What follows belongs to an exercise in optimizing a design on an open flow for small area, a short achievable clock period and few clock cycles; a production flow would make more cautious choices.
RTL that was checked went through simulation tests only; none was proved equivalent to the original.
Power figures rest on the tool's default switching activity, not on a simulated workload.

==> flow/design.v (excerpt) <==
module log_record_deframer_core #(
    parameter int unsigned QDEPTH = 2
) (
    input  logic                          i_clk,
    input  logic                          i_rst_n,
    input  logic                          i_cfg_wr_en,
    input  logic [lrd_pkg::CFG_IDX_W-1:0] i_cfg_index,
    input  logic [31:0]                   i_cfg_wr_data,
    input  logic                          i_valid,
    output logic                          o_stall,
    input  logic                          i_func,
    input  logic [7:0]                    i_log_byte,
    output logic                          o_valid,
    input  logic                          i_stall,
    output logic [2:0]                    o_kind,
    output logic [7:0]                    o_payload_byte,
    output logic [63:0]                   o_sequence_res,
    output logic                          o_tombstone,
    output logic [31:0]                   o_key_length,
    output logic [31:0]                   o_value_length,
    output logic                          o_last
);
Size: ~1,800 cells after synthesis, roughly 370 flip-flops, about 20,000 um^2 of cells after synthesis.
export LEC_CHECK = 0
export CAP_MARGIN = 20
export CORE_MARGIN = 2
export CORE_UTILIZATION = 40
export CTS_CLUSTER_DIAMETER = 100
export CTS_CLUSTER_SIZE = 25
export GPL_ROUTABILITY_DRIVEN = 0
export SLEW_MARGIN = 20
create_clock -name core_clock -period 10.0 [get_ports {i_clk}]
standard.sh (not shown) runs the stock make flow with config.mk's settings and CLKGATE_MAP_FILE= SYNTH_SCRIPT=/design/flow/synth_recipe.tcl, a recipe that flattens the netlist after the stock synthesis.
==> flow/flow/run.sh <==
#!/bin/bash
# Standard layout with two changes: the port buffers are the smallest buffer cell
# (buf_1) instead of the default pick, and repair_timing aims for more setup slack than
# the flow settings allow. Every input and output port still gets its own buffer; the
# clock period and constraints are the standard flow's.
set -euo pipefail
export BUFFER_PORTS_ARGS="-buffer_cell sky130_fd_sc_hd__buf_1"
export SETUP_SLACK_MARGIN=6.0
bash standard.sh > standard_flow.log 2>&1
Testbench counts at the start, summed over its fixed seeds: cycles 22,746.
Edit:
Settings changed: ABC_AREA set to 1, GPL_ROUTABILITY_DRIVEN 0 to unset.
After rerunning: The new run ran to the end with no violations; total power shrinks by a quarter to a third; cell area is about the same; worst setup slack gets better by 210 ps; sequential share of layout area went down by 0.15 points; die area grows by a few percent; synthesized area rose by a few percent; hold slack gets worse by 4.8 ps; wire length came out higher by a few percent; core utilization goes down by 0.97 points; combinational power shrinks by well over a third.
Edit:
--- a/flow/flow/run.sh
+++ b/flow/flow/run.sh
@@ -7,3 +7,3 @@
 export BUFFER_PORTS_ARGS="-buffer_cell sky130_fd_sc_hd__buf_1"
-export SETUP_SLACK_MARGIN=6.0
+export SETUP_SLACK_MARGIN=6.3
 bash standard.sh > standard_flow.log 2>&1
Settings changed: ABC_AREA 1 to unset.
=> The new run finished with timing, DRC and antenna clean. Utilization goes up by 1.4 points. Worst hold slack gains 7.8 ps. Clock power falls by a few percent. Via count shrinks by a little under a tenth. Non-clock buffer count rose by 36. Design area is higher slightly. Sequential power stays flat.
Edit:
--- a/flow/flow/run.sh
+++ b/flow/flow/run.sh
@@ -7,3 +7,3 @@
 export BUFFER_PORTS_ARGS="-buffer_cell sky130_fd_sc_hd__buf_1"
-export SETUP_SLACK_MARGIN=6.3
+export SETUP_SLACK_MARGIN=5.5
 bash standard.sh > standard_flow.log 2>&1
Settings changed: ABC_AREA set to 1.
=> Maximum frequency shrinks by 2.9%; worst setup slack got worse by 120 ps; clock skew shrinks by 10 ps; count of clock-buffer cells in the layout shrinks by 1; area after synthesis grows by 2.1%; non-clock buffer count shrinks by 52; global-route usage shrinks by 0.27 points; design area shrinks by 2.2%; wire length barely changes; total power shrinks by 35%.

---

Another version of the RTL of log_record_deframer_core (not shown whole).
For scale: about 1,800 cells after synthesis, ~380 flip-flops, about 20,000 µm² of cells after synthesis.
export LEC_CHECK = 0
export CAP_MARGIN = 20
export CORE_MARGIN = 2
export CORE_UTILIZATION = 40
export CTS_CLUSTER_DIAMETER = 100
export CTS_CLUSTER_SIZE = 25
export SLEW_MARGIN = 20
create_clock -name core_clock -period 10.0 [get_ports {i_clk}]
==> flow/flow/run.sh <==
#!/bin/bash
# Standard layout with two changes: the port buffers are the smallest buffer cell
# (buf_1) instead of the default pick, and repair_timing aims for more setup slack than
# the flow settings allow. Every input and output port still gets its own buffer; the
# clock period and constraints are the standard flow's.
set -euo pipefail
export BUFFER_PORTS_ARGS="-buffer_cell sky130_fd_sc_hd__buf_1"
export SETUP_SLACK_MARGIN=6.0
bash standard.sh > standard_flow.log 2>&1
The baseline went through all stages and came out clean.
Rerun with:
- ABC_AREA: default -> 1
Sequential share of layout area barely changes.
Register-to-register slack is better by 0.41 ns.
Die area rose by a few percent.
Global-route usage rose by 0.95 points.
Final area hardly moves.
Setup slack gains 0.41 ns.
Synthesized area is higher by a few percent.
First-iteration DRC count goes down slightly.
Routed wire length went up by a little under a tenth.
Via count is higher by roughly a tenth.
Fmax rises by roughly a tenth.
No run of this note included a check of the RTL's function; only the layout flow was run.

[static timing again, ports no longer ideal]
No port has a modelled driver above. Below, the same layouts with a new extraction and two added sets of constraints. Step 1: set_driving_cell puts a clkbuf_16 on i_clk and a buf_2 on each other input, an assumption about the parent block. Step 2 adds t to the input delays and takes it off the output delays; t is the mean of the earliest and latest rising clock arrival at the registers after step 1. Input paths then give back, and output paths get back, about the clock's delay inside the block. Slacks: ideal ports / drivers / drivers and shift; pairs: ideal ports / drivers.
run | t (ns) | setup WS [ns] | worst setup path at the end
the first run of note 1 | 0.601 | 5.900 / 5.900 / 5.900 | register to register
the second run of note 1 | 0.602 | 6.107 / 6.107 / 5.951 | input to register
the third run of note 1 | 0.599 | 5.910 / 5.910 / 5.910 | register to register
the fourth run of note 1 | 0.601 | 5.789 / 5.789 / 5.789 | register to register
the first run of note 2 | 0.611 | 5.697 / 5.697 / 5.697 | register to register
the second run of note 2 | 0.609 | 6.109 / 6.109 / 5.651 | input to register
After both steps every run listed still meets setup and hold. The setup slack of the second run of note 2, which loses most, moves by 0.000 ns with the drivers and by -0.458 ns with both steps.
